Source: an optimization exercise on an open RTL-to-GDS flow (aim: a short achievable clock period and few clock cycles). Production flows keep margins and buffers that such runs may drop.
Only simulation tests tie the RTL to the original design; equivalence was not proved.
No activity file was given, so power comes from the tool's default toggle rates.

File: design/flow/run.sh
#!/bin/bash
# synth_recipe.tcl (not shown) runs the flow's synth.tcl, then flattens the netlist and writes it again
# the make line also repeats each setting of config.mk as NAME=value (left out here)
make -C /OpenROAD-flow-scripts/flow DESIGN_CONFIG=/design/flow/config.mk WORK_HOME=/design/flow/orfs CLKGATE_MAP_FILE= SYNTH_SCRIPT=/design/flow/synth_recipe.tcl finish
File: design/flow/config.mk
export PLATFORM = sky130hd
export DESIGN_NAME = proc
export DESIGN_NICKNAME = proc
export VERILOG_FILES = /design/flow/design.v
export SDC_FILE = /design/flow/constraint.sdc
export NUM_CORES = 4
export LEC_CHECK = 0
export ABC_CLOCK_PERIOD_IN_PS = 2500
export CAP_MARGIN = 20
export CORE_MARGIN = 2
export CORE_UTILIZATION = 45
export PLACE_DENSITY = 0.6
export SETUP_SLACK_MARGIN = 5
export SLEW_MARGIN = 20
File: design/flow/constraint.sdc
create_clock -name core_clock -period 8.0 [get_ports {clk}]
set_input_delay 1.6000 -clock core_clock [delete_from_list [all_inputs] [get_ports {clk}]]
set_output_delay 1.6000 -clock core_clock [all_outputs]
set_load 0.01 [all_outputs]
File: design/flow/design.v
`default_nettype none
package procPkg;
	localparam int wordWidth     = 16;
	localparam int numRegs       = 8;
	localparam int dmemDepth     = 256;
	localparam int regIdxWidth   = $clog2(numRegs);
	localparam int dmemAddrWidth = $clog2(dmemDepth);
	typedef logic [wordWidth-1:0]     word_t;
	typedef logic [regIdxWidth-1:0]   regIdx_t;
	typedef logic [dmemAddrWidth-1:0] dmemAddr_t;
	typedef enum logic [3:0] {
		opNop  = 4'd0,
		opAdd  = 4'd1,
		opSub  = 4'd2,
		opAnd  = 4'd3,
		opXor  = 4'd4,
		opAddi = 4'd5,
		opLbi  = 4'd6,
		opLd   = 4'd7,
		opSt   = 4'd8,
		opBeqz = 4'd9,
		opJ    = 4'd10,
		opHalt = 4'd15
	} opcode_t;
	typedef enum logic [2:0] {
		aluAdd,
		aluSub,
		aluAnd,
		aluXor,
		aluPassB
	} aluOp_t;
	localparam int opHi = 15;
	localparam int opLo = 12;
	localparam int rdHi = 11;
	localparam int rdLo = 9;
	localparam int rsHi = 8;
	localparam int rsLo = 6;
	localparam int rtHi = 5;
	localparam int rtLo = 3;
	localparam int immIWidth = 6;
	localparam int immLWidth = 9;
	localparam int immJWidth = 12;
	localparam word_t nopInstr = '0;
endpackage
`default_nettype wire
`timescale 1ns/100ps
`default_nettype none
module proc (
	input  logic             clk,
	input  logic             rstN,
	input  procPkg::word_t   imemData,
	output procPkg::word_t   imemAddr,
	output logic             commitValid,
	output procPkg::regIdx_t commitReg,
	output procPkg::word_t   commitData,
	output logic             halted,
	output logic             err
);
	localparam int nBtb = 4;
	logic [15:0] pc;
	logic [15:0] pcNext;
	logic        stopped;
	logic        btbValid [nBtb];
	logic [15:0] btbTag   [nBtb];
	logic [15:0] btbTgt   [nBtb];
	logic [11:0] btbOff   [nBtb];
	logic [1:0]  btbPtr;
	logic        btbHit;
	logic [1:0]  btbIdx;
	logic [15:0] btbHitTgt;
	logic [11:0] btbHitOff;
	assign imemAddr = pc;
	assign pcNext   = pc + 16'd1;
	always_comb begin
		btbHit    = 1'b0;
		btbIdx    = '0;
		btbHitTgt = '0;
		btbHitOff = '0;
		for (int i = 0; i < nBtb; i++) begin
			if (btbValid[i] && btbTag[i] == pc) begin
				btbHit    = 1'b1;
				btbIdx    = 2'(i);
				btbHitTgt = btbTgt[i];
				btbHitOff = btbOff[i];
			end
		end
	end
	logic        idValid;
	logic [15:0] idInstr;
	logic [15:0] idPc;
	logic [15:0] idPc1;
	logic        idPred;
	logic [1:0]  idPredIdx;
	logic [11:0] idPredOff;
	logic [3:0]  op;
	logic [2:0]  rd, rs, rt;
	logic        dAlu, dAdd, dSub, dAnd, dXor, dAddi, dLbi, dLd, dSt, dBeqz, dJ, dHalt, dIll;
	logic        useA, useB, useS, regWrite;
	logic [2:0]  srcA;
	logic [15:0] immI, immL, offJ;
	logic [15:0] jTgt;
	logic        jOk;
	logic        idRedirect;
	logic [15:0] idRedirectPc;
	logic        stall;
	logic [15:0] regFile [8];
	logic [15:0] rfA, rfB, rfS;
	logic        exValid;
	logic        exRegWrite, exLoad, exStore, exBeqz, exHalt, exIll;
	logic        exSub, exAnd, exXor;
	logic [2:0]  exDest;
	logic [15:0] exA, exB, exS;
	logic        exAFwdM, exAFwdW, exAReg;
	logic        exBFwdM, exBFwdW, exBReg;
	logic        exSFwdM, exSFwdW, exSReg;
	logic [15:0] exBrTgt;
	logic [15:0] fA, fB, fS, bIn, sum, aluOut;
	logic        exRedirect;
	logic        memRegWrite, memLoad, memStore, memHalt, memIll;
	logic [2:0]  memDest;
	logic [15:0] memRes;
	logic [7:0]  memAddr;
	logic [15:0] memSD;
	logic [15:0] dmem [256];
	always_ff @(posedge clk) begin
		if (!rstN) begin
			pc <= '0;
		end else if (exRedirect) begin
			pc <= exBrTgt;
		end else if (stall) begin
			pc <= pc;
		end else if (idRedirect) begin
			pc <= idRedirectPc;
		end else if (btbHit) begin
			pc <= btbHitTgt;
		end else begin
			pc <= pcNext;
		end
	end
	always_ff @(posedge clk) begin
		if (!rstN) begin
			stopped <= 1'b0;
		end else if (idValid && dHalt && !exRedirect) begin
			stopped <= 1'b1;
		end
	end
	always_ff @(posedge clk) begin
		if (!rstN) begin
			idValid <= 1'b0;
		end else if (exRedirect) begin
			idValid <= 1'b0;
		end else if (!stall) begin
			idValid <= !idRedirect && !stopped && !(idValid && dHalt);
		end
	end
	always_ff @(posedge clk) begin
		if (!stall) begin
			idInstr   <= imemData;
			idPc      <= pc;
			idPc1     <= pcNext;
			idPred    <= btbHit;
			idPredIdx <= btbIdx;
			idPredOff <= btbHitOff;
		end
	end
	always_ff @(posedge clk) begin
		if (!rstN) begin
			for (int i = 0; i < nBtb; i++) begin
				btbValid[i] <= 1'b0;
			end
			btbPtr <= '0;
		end else if (idRedirect && !stall && !exRedirect) begin
			if (dJ) begin
				if (idPred) begin
					btbTag[idPredIdx] <= idPc;
					btbTgt[idPredIdx] <= jTgt;
					btbOff[idPredIdx] <= idInstr[11:0];
				end else begin
					btbValid[btbPtr] <= 1'b1;
					btbTag[btbPtr]   <= idPc;
					btbTgt[btbPtr]   <= jTgt;
					btbOff[btbPtr]   <= idInstr[11:0];
					btbPtr           <= btbPtr + 2'd1;
				end
			end else begin
				btbValid[idPredIdx] <= 1'b0;
			end
		end
	end
	assign op = idInstr[15:12];
	assign rd = idInstr[11:9];
	assign rs = idInstr[8:6];
	assign rt = idInstr[5:3];
	assign dAdd  = op == 4'd1;
	assign dSub  = op == 4'd2;
	assign dAnd  = op == 4'd3;
	assign dXor  = op == 4'd4;
	assign dAlu  = dAdd || dSub || dAnd || dXor;
	assign dAddi = op == 4'd5;
	assign dLbi  = op == 4'd6;
	assign dLd   = op == 4'd7;
	assign dSt   = op == 4'd8;
	assign dBeqz = op == 4'd9;
	assign dJ    = op == 4'd10;
	assign dHalt = op == 4'd15;
	assign dIll  = op >= 4'd11 && op <= 4'd14;
	assign useA     = dAlu || dAddi || dLd || dSt || dBeqz;
	assign useB     = dAlu;
	assign useS     = dSt;
	assign regWrite = dAlu || dAddi || dLbi || dLd;
	assign srcA     = dBeqz ? rd : rs;
	assign immI = {{10{idInstr[5]}}, idInstr[5:0]};
	assign immL = {{7{idInstr[8]}}, idInstr[8:0]};
	assign offJ = {{4{idInstr[11]}}, idInstr[11:0]};
	assign jTgt = idPc1 + offJ;
	assign jOk          = dJ && idInstr[11:0] == idPredOff;
	assign idRedirect   = idValid && (idPred ? !jOk : dJ);
	assign idRedirectPc = dJ ? jTgt : idPc1;
	assign stall = idValid && exValid && exLoad &&
	               ((useA && exDest == srcA) || (useB && exDest == rt) || (useS && exDest == rd));
	assign rfA = (commitValid && commitReg == srcA) ? commitData : regFile[srcA];
	assign rfB = (commitValid && commitReg == rt)   ? commitData : regFile[rt];
	assign rfS = (commitValid && commitReg == rd)   ? commitData : regFile[rd];
	always_ff @(posedge clk) begin
		if (!rstN) begin
			for (int i = 0; i < 8; i++) begin
				regFile[i] <= '0;
			end
		end else if (commitValid) begin
			regFile[commitReg] <= commitData;
		end
	end
	always_ff @(posedge clk) begin
		if (!rstN || exRedirect || stall || !idValid) begin
			exValid    <= 1'b0;
			exRegWrite <= 1'b0;
			exLoad     <= 1'b0;
			exStore    <= 1'b0;
			exBeqz     <= 1'b0;
			exHalt     <= 1'b0;
			exIll      <= 1'b0;
		end else begin
			exValid    <= 1'b1;
			exRegWrite <= regWrite;
			exLoad     <= dLd;
			exStore    <= dSt;
			exBeqz     <= dBeqz;
			exHalt     <= dHalt;
			exIll      <= dIll;
		end
	end
	logic aM, aW, bM, bW, sM, sW;
	assign aM = useA && exValid && exRegWrite && exDest == srcA;
	assign aW = useA && memRegWrite && memDest == srcA;
	assign bM = useB && exValid && exRegWrite && exDest == rt;
	assign bW = useB && memRegWrite && memDest == rt;
	assign sM = useS && exValid && exRegWrite && exDest == rd;
	assign sW = useS && memRegWrite && memDest == rd;
	always_ff @(posedge clk) begin
		exSub   <= dSub;
		exAnd   <= dAnd;
		exXor   <= dXor;
		exDest  <= rd;
		exA     <= dLbi ? 16'd0 : rfA;
		exB     <= dLbi ? immL : (dAddi || dLd || dSt) ? immI : rfB;
		exS     <= rfS;
		exAFwdM <= aM;
		exAFwdW <= aW && !aM;
		exAReg  <= !aM && !aW;
		exBFwdM <= bM;
		exBFwdW <= bW && !bM;
		exBReg  <= !bM && !bW;
		exSFwdM <= sM;
		exSFwdW <= sW && !sM;
		exSReg  <= !sM && !sW;
		exBrTgt <= idPc1 + immL;
	end
	assign fA = ({16{exAFwdM}} & memRes) | ({16{exAFwdW}} & commitData) | ({16{exAReg}} & exA);
	assign fB = ({16{exBFwdM}} & memRes) | ({16{exBFwdW}} & commitData) | ({16{exBReg}} & exB);
	assign fS = ({16{exSFwdM}} & memRes) | ({16{exSFwdW}} & commitData) | ({16{exSReg}} & exS);
	assign bIn = exSub ? ~fB : fB;
	assign sum = fA + bIn + {15'd0, exSub};
	always_comb begin
		if (exAnd) begin
			aluOut = fA & fB;
		end else if (exXor) begin
			aluOut = fA ^ fB;
		end else begin
			aluOut = sum;
		end
	end
	assign exRedirect = exBeqz && fA == 16'd0;
	always_ff @(posedge clk) begin
		if (!rstN) begin
			memRegWrite <= 1'b0;
			memLoad     <= 1'b0;
			memStore    <= 1'b0;
			memHalt     <= 1'b0;
			memIll      <= 1'b0;
		end else begin
			memRegWrite <= exRegWrite;
			memLoad     <= exLoad;
			memStore    <= exStore;
			memHalt     <= exHalt;
			memIll      <= exIll;
		end
	end
	always_ff @(posedge clk) begin
		memDest <= exDest;
		memRes  <= aluOut;
	end
	always_ff @(posedge clk) begin
		if (exLoad || exStore) begin
			memAddr <= sum[7:0];
			memSD   <= fS;
		end
	end
	always_ff @(posedge clk) begin
		if (memStore) begin
			dmem[memAddr] <= memSD;
		end
	end
	always_ff @(posedge clk) begin
		if (!rstN) begin
			commitValid <= 1'b0;
		end else begin
			commitValid <= memRegWrite;
		end
	end
	always_ff @(posedge clk) begin
		commitReg  <= memDest;
		commitData <= memLoad ? dmem[memAddr] : memRes;
	end
	always_ff @(posedge clk) begin
		if (!rstN) begin
			halted <= 1'b0;
		end else if (memHalt) begin
			halted <= 1'b1;
		end
	end
	always_ff @(posedge clk) begin
		if (!rstN) begin
			err <= 1'b0;
		end else if (memIll) begin
			err <= 1'b1;
		end
	end
endmodule
`default_nettype wire
==> results of run 1 <==
what timing repair did:
item                                   in CTS  in global routing
buffers inserted                          196                 96
cloned                                     64                 34
setup endpoints to repair                1703                893
hold buffers                                0                  0
endpoints found under the hold margin       0                  0
resized for setup                         730                270
pin swaps                                  98                138
power breakdown:
part	switching [W]	total [W]	internal [W]
clock network	0.00926	0.0215	0.0122
logic	0.00187	0.00329	0.00141
registers	0.000290	0.0269	0.0266
per-stage QoR:
stage / cell area, um2 / utilization
after floorplan: 183000 / -
after global placement: 193000 / 0.475
after detailed placement: 193000 / 0.475
after CTS: 214000 / 0.526
after global routing: 216000 / 0.533
final: 216000 / 0.533
layout by cell type, fill, tap and decap left out, drive strengths merged, types with 9 or more instances in the layout:
master and instances:
nor3 32, o21ai 103, o21a 22, nand2 387, nand3 103, a21oi 141
nand4 30, inv 67, bufinv 45, and3 31, a211oi 47, nand2b 16
nor2 387, xnor2 121, clkbuf 599, edfxtp 4488, o31ai 13, a22oi 153
clkdlybuf4s50 16, nor4 18, xor2 42, and2 147, a21o 15, buf 837
dfxtp 169, ha 52, mux2 12, mux4 1344, nor2b 13, or3 9
a311oi 19, a31oi 28, mux2i 50, clkinvlp 11, a222oi 26, or2 11
clkinv 219
worst min-delay path by stage:
stage / end / depth (start not counted)
6_report: commitReg[1] / 0
4_1_cts: commitReg[1] / 0
2_1_floorplan: commitReg[1] / 0
3_5_place_dp: memIll / 1
3_3_place_gp: commitReg[2] / 0
5_1_grt: commitReg[0] / 0
kinds of logic (layout without fill, tap and decap cells):
logic type | Yosys count | after routing | synth area share
adders and majority gates | 54 | 54 | 0.00377
buffers and inverters | 589 | 1802 | 0.0126
and+or+nand+nor | 1201 | 1205 | 0.0298
AOI/OAI and AO/OA | 635 | 635 | 0.0236
muxes | 1406 | 1406 | 0.169
DFF | 4657 | 4657 | 0.754
other | 0 | 8 | 0
xor gates and xnor gates | 163 | 163 | 0.00779
area by class of cell:
class | instances | area (um2) | share of cell area
Antenna cell | 8 | 20.0 | 0.0000925
Clock buffer | 572 | 12100 | 0.0561
Clock inverter | 280 | 2790 | 0.0129
Inverter | 59 | 250 | 0.00116
Multi-Input combinational cell | 3463 | 45300 | 0.209
Sequential cell | 4657 | 138000 | 0.639
Tap cell | 5428 | 6790 | 0.0314
Timing Repair Buffer | 888 | 10900 | 0.0502
Timing Repair inverter | 3 | 38.8 | 0.000179
sequential cells by signal, indices dropped and copies added (netlist names), 12 cells and up, named ones only:
register	flops
btbOff	48
btbTag	64
btbTgt	64
commitData	16
dmem	4096
exA	16
exB	16
exBrTgt	16
exS	16
idInstr	16
idPc	16
idPc1	16
idPredOff	12
memRes	16
memSD	16
pc	16
regFile	128
worst reg2reg max path, delay by kind of cell, from the launching register on:
kind                   cells  cell delay [ns]
buffers and inverters      3             0.54
AOI/OAI and AO/OA          3             1.18
DFF                        1             0.43
muxes                      2             1.11
and+or+nand+nor            1             0.13
routing by layer:
layer / vias up / routed length [um] / GRT usage
met5: - / 11 / 0
met4: 2 / 19700 / 0.0802
met3: 904 / 46200 / 0.0384
met2: 4853 / 244000 / 0.386
met1: 50874 / 199000 / 0.338
li1: 37982 / - / -
==> parameters.txt, run 1 <==
Parameter                              Value

Outcome
  Result of the run ... no timing/DRC/antenna violations

GRT
  Total congestion overflow after global routing ... 0
  Number of global-route vias before repair ... 93330
  Pin count of the biggest net entering global routing ... between 200 and 250
  Wire length of the first global-routing pass ... 710000 um
  Combined global-route utilization of all metal layers ... 0.240
  Number of antenna violations at the first check in global routing ... 17

Yosys
  Number of enable-type register cells in the synthesized netlist ... 4488
  Synth top area share ... 0.735
  Count of state elements after synthesis ... 4657
  Sequential fraction of the synthesis area ... 0.754
  Post-synthesis async set-or-reset flop share ... 0
  Post-Syn Area ... 183000 um2
  Mean Syn Cell Area ... 21.1 um2
  Count of warnings emitted by yosys ... 1
  Library cell with the highest instance count after synthesis ... sky130_fd_sc_hd__edfxtp_1
  List of most frequent post-synthesis cells ... 4488 x sky130_fd_sc_hd__edfxtp_1, 1344 x sky130_fd_sc_hd__mux4_2, 387 x sky130_fd_sc_hd__nand2_1
  Largest area contributor in the synthesized netlist ... sky130_fd_sc_hd__edfxtp_1
  Main flop type after synthesis ... sky130_fd_sc_hd__edfxtp_1
  Post-synthesis instance total ... a little under 9000
  Nets in the synthesized netlist ... 8777
  Most area-consuming cells after synthesis ... sky130_fd_sc_hd__edfxtp_1 74%, sky130_fd_sc_hd__mux4_2 17%, sky130_fd_sc_hd__dfxtp_1 1.8%, sky130_fd_sc_hd__nand2_1 0.79%, sky130_fd_sc_hd__nor2_1 0.79%
  Number of distinct library cells after synthesis ... 77

Finish
  Fill count ... about 30000
  Final layout net count ... ~9600
  Fraction of final layout cells with drive strength greater than 1 ... 0.343
  Number of standard cells in the layout, taps in and fillers out ... 15358
  Area growth syn-to-layout ... 18.1%

Clock tree
  Clock Pin Slew Worst Setup and Hold Paths ... about 0.060 ns
  Root Buffer ... sky130_fd_sc_hd__clkbuf_16
  TritonCTS clock tree ... built
  Clock latency on the worst-skew pair ... 1.00 ns
  TritonCTS Buffers ... 460
  Clock buffer depth ... 4
  CTS H-Tree Depth ... 5
  Sink Count ... 4657

Place
  Weighted congestion reported at the end of routability-driven placement ... 0.850
  Detailed placement HPWL ... between 200000 and 300000 um
  Number of port buffers ... 55
  Number of cells after detailed placement ... between 10000 and 15000
  Worst setup slack before clock tree synthesis ... roughly 2.8 ns

Worst setup path
  Stages on the worst setup path ... 9
  Element type at the critical path end ... flip-flop
  Internal reg-to-reg setup slack ... between 4 and 5 ns
  Destination of the worst register-to-register timing path ... commitData[0]
  Worst Setup Path Type ... reg2reg
  Reg2Reg Depth ... 9
  Worst path arrival time ... 4.38 ns
  Stage delay of the slowest cell on the critical path ... just under 0.6 ns
  Number of buffers and inverters on the critical path ... 3
  Top Family by Delay on Critical Path ... compound AO/OA/AOI/OAI gates
  Worst-path cell chain ... buf_12 -> buf_16 -> buf_16 -> mux4_2 -> mux4_2 -> a22oi_2 -> a21oi_2 -> a211oi_4 -> nor2_1
  Endpoint of the worst setup timing path ... commitData[0]
  Category of the worst setup path launch point ... flip-flop
  Highest fanout seen on the critical path ... 12
  Slowest-stage cell, CP ... sky130_fd_sc_hd__mux4_2
  CP required ... 8.85 ns

STA
  Final Skew ... roughly 0.083 ns
  Count of endpoints failing hold in the final timing report ... 0
  RSZ-0062 raised after global routing ... yes
  Final critical-path share of the clock period ... 0.440
  Peak Freq ... 0.284 GHz
  Setup WS post-layout ... 4.48 ns
  Slew at the pin with the worst max-slew slack ... 1.17 ns
  Tightest slew margin relative to the limit ... 0.222
  Count of endpoints failing setup in the final report ... 0
  WHS ... 0.412 ns
  Final-report max-slew violation count ... 0
  Time the final worst path needs with I/O delays and setup ... 3.52 ns
  Setup TNS ... 0 ns

Routing
  Routed wire per std cell ... 33.1 um
  DRC violation count after routing ... 0
  Number of vias in the routed layout ... 94615
  Initial DRC Count ... 13706
  Antenna-violating nets left ... 0
  Drt total wl ... 509000 um
  Detailed-route vias per instance ... slightly above 6
  Detailed Routing Iterations Pass 1 ... 9

Job
  Total of max-cap violations ... 0

Worst hold path
  Source of the worst hold timing path ... memDest[1]
  Hold/Removal Path Class ... reg2reg

Floorplanning
  Die Area ... ~410000 um2
  Site row count ... 234
  Die extent in y ... 642 um
  Number of primary I/O pins ... 56
  Die width ... ~640 um
  Floorplan Core Area ... 406000 um2
  Initial standard-cell utilization of the core ... 0.452

Pwr
  PwrDens ... 239 nW/um2
  Pleak ... between 60 and 70 nW
  Peak supply drop ... just under 0.2 mV
  Total power after layout ... 0.0517 W
Testbench counts, summed over its fixed seeds: cycles 172,317.
==> inputs of run 2 (changes only) <==
--- a/design/flow/design.v
+++ b/design/flow/design.v
@@ -119,8 +119,9 @@
 	logic        memRegWrite, memLoad, memStore, memHalt, memIll;
 	logic [2:0]  memDest;
 	logic [15:0] memRes;
-	logic [7:0]  memAddr;
+	logic [255:0] memSel;
 	logic [15:0] memSD;
+	logic [15:0] loadData;
 	logic [15:0] dmem [256];
 	always_ff @(posedge clk) begin
 		if (!rstN) begin
@@ -311,13 +312,23 @@
 	end
 	always_ff @(posedge clk) begin
 		if (exLoad || exStore) begin
-			memAddr <= sum[7:0];
-			memSD   <= fS;
+			for (int i = 0; i < 256; i++) begin
+				memSel[i] <= sum[7:0] == 8'(i);
+			end
+			memSD <= fS;
 		end
 	end
 	always_ff @(posedge clk) begin
-		if (memStore) begin
-			dmem[memAddr] <= memSD;
+		for (int i = 0; i < 256; i++) begin
+			if (memStore && memSel[i]) begin
+				dmem[i] <= memSD;
+			end
+		end
+	end
+	always_comb begin
+		loadData = '0;
+		for (int i = 0; i < 256; i++) begin
+			loadData = loadData | ({16{memSel[i]}} & dmem[i]);
 		end
 	end
 	always_ff @(posedge clk) begin
@@ -329,7 +340,7 @@
 	end
 	always_ff @(posedge clk) begin
 		commitReg  <= memDest;
-		commitData <= memLoad ? dmem[memAddr] : memRes;
+		commitData <= memLoad ? loadData : memRes;
 	end
 	always_ff @(posedge clk) begin
 		if (!rstN) begin
==> run 2 against run 1 <==
  * The flow now stops in global routing
  * Synthesized cell count grew 19%
  * Area after synthesis fell by 0.68%
==> parameters.txt, run 2 <==
Parameter                              Value

Outcome
  Result of the run ... stopped before the end
  Failing step ... global routing
  Stop Error ... [ERROR GRT-0116] Global routing finished with congestion. Check the congestion regions in the DRC Viewer.

Clock tree
  TritonCTS Buffers ... around 540
  Clock buffer depth ... 4
  CTS H-Tree Depth ... 6
  Hold-fix buffer count after cts ... 0
  Root Buffer ... sky130_fd_sc_hd__clkbuf_16
  Sink Count ... between 4000 and 5000

Yosys
  Number of enable-type register cells in the synthesized netlist ... 4736
  Synthesized-area fraction occupied by and/or/nand/nor cells ... 0.0528
  Post-synthesis instance total ... 10371
  Nets in the synthesized netlist ... 10443
  Largest family of logic cells by synthesized area ... compound AO/OA/AOI/OAI gates
  Post-synthesis xor/xnor area fraction ... 0.00832
  Most area-consuming cells after synthesis ... sky130_fd_sc_hd__edfxtp_1 78%, sky130_fd_sc_hd__a22oi_1 4.0%, sky130_fd_sc_hd__a22o_1 2.6%, sky130_fd_sc_hd__a221oi_1 2.6%, sky130_fd_sc_hd__dfxtp_1 1.8%
  Mean Syn Cell Area ... between 15 and 20 um2
  Library cell with the highest instance count after synthesis ... sky130_fd_sc_hd__edfxtp_1
  Sequential fraction of the synthesis area ... 0.799
  Mux cell area share after synthesis ... 0.0121
  List of most frequent post-synthesis cells ... 4736 x sky130_fd_sc_hd__edfxtp_1, 968 x sky130_fd_sc_hd__a22oi_1, 668 x sky130_fd_sc_hd__clkbuf_1
  Count of state elements after synthesis ... 4897
  Synth top area share ... 0.781
  Number of distinct library cells after synthesis ... 78
  Post-synthesis async set-or-reset flop share ... 0
  Count of warnings emitted by yosys ... 2
  Post-Syn Area ... 182000 um2
  Fraction of the mapped netlist area in compound gates ... 0.107
  Main flop type after synthesis ... sky130_fd_sc_hd__edfxtp_1
  Arithmetic-cell share of the synthesized area counting full adders, half adders and majority gates ... 0.00379
  Largest area contributor in the synthesized netlist ... sky130_fd_sc_hd__edfxtp_1

Floorplanning
  Number of primary I/O pins ... 56
  Initial standard-cell utilization of the core ... 0.452
  Die width ... 640 um
  Site row count ... 233
  Die extent in y ... approximately 640 um

GRT
  Combined global-route utilization of all metal layers ... 0.666
  Wire length of the first global-routing pass ... approximately 1700000 um
  Number of global-route vias before repair ... 128078
  Pin count of the biggest net entering global routing ... 159
  Total congestion overflow after global routing ... 3

Place
  Detailed placement HPWL ... 850000 um
  Number of port buffers ... 55
  Weighted congestion reported at the end of routability-driven placement ... 1.19
[run 2: changes by cell type after synthesis, moves of 258 or more]
cell,delta
sky130_fd_sc_hd__mux4_2,-1280
sky130_fd_sc_hd__a22oi_1,+815
sky130_fd_sc_hd__a22o_1,+542
sky130_fd_sc_hd__clkbuf_1,+323
sky130_fd_sc_hd__and2_1,+258
sky130_fd_sc_hd__a221oi_1,+539
sky130_fd_sc_hd__nand4_1,+327
[run 2: how the worst max path moves through the flow]
stage,from,to,depth (start not counted)
detailed placement,exAFwdM,memSel[231],10
CTS,memSel[178],commitData[10],7
global placement,commitData[1],memSel[164],9
floorplan,memSD[0],dmem[0][0],0
[run 2: cells by family after synthesis]
kind of cell / Yosys count
flops: 4897
compound gates: 2449
simple gates: 1855
buf+inv: 807
xor+xnor: 173
mux: 136
fa+ha+maj: 54
[run 2: power by group through the flow]
stage	Combinational, W	Sequential [W]	Clock [W]
2_1_floorplan	0.00110	0.0288	0
3_3_place_gp	0.00288	0.0294	0
3_5_place_dp	0.00319	0.0293	0
4_1_cts	0.00473	0.0286	0.0242
[run 2: routing by layer]
layer | overflow | GRT usage
met1 | 0 | 0.705
met2 | 0 | 0.753
met3 | 0 | 0.589
met4 | 2 | 0.569
met5 | 1 | 0.387
[run 2: per-stage QoR]
step                      total power (W)  utilization  worst slack, ns  instance area, um2  std cells
after floorplan                    0.0299            -             3.95              182000      10371
after global placement             0.0322        0.483             1.71              195000      15971
after detailed placement           0.0325        0.486             3.23              196000      16026
after CTS                          0.0576        0.553             4.44              222000      17393
[run 2: repair_timing]
action                     4_1_cts
buffers inserted               370
setup endpoints to repair     1223
pin swaps                      236
gates resized for setup       1456
cloned                          33
Testbench counts of run 2, summed over its fixed seeds: cycles 172,317.

## separate check: timing with driven ports
No port has a modelled driver above. Below, the same layout with a new extraction and two added sets of constraints. Step 1 sets driving cells, clkbuf_16 on the clock port and buf_2 on the other inputs (assumed; they add their load-dependent delay and slew). Step 2 also shifts input and output timing later by t, the mid clock arrival at the registers, as if the neighbouring blocks saw the same clock. Three values: ideal ports, drivers, drivers and shift; two values: the first two.
run: run 1
t (ns): 1.089
setup WS [ns]: 4.480 / 4.480 / 4.159
worst slew at a driven data input, ns: 0.10
After both steps run 1 still meets setup and hold. For run 1, drivers alone change the setup slack by 0.000 ns; drivers and shift together by -0.321 ns.
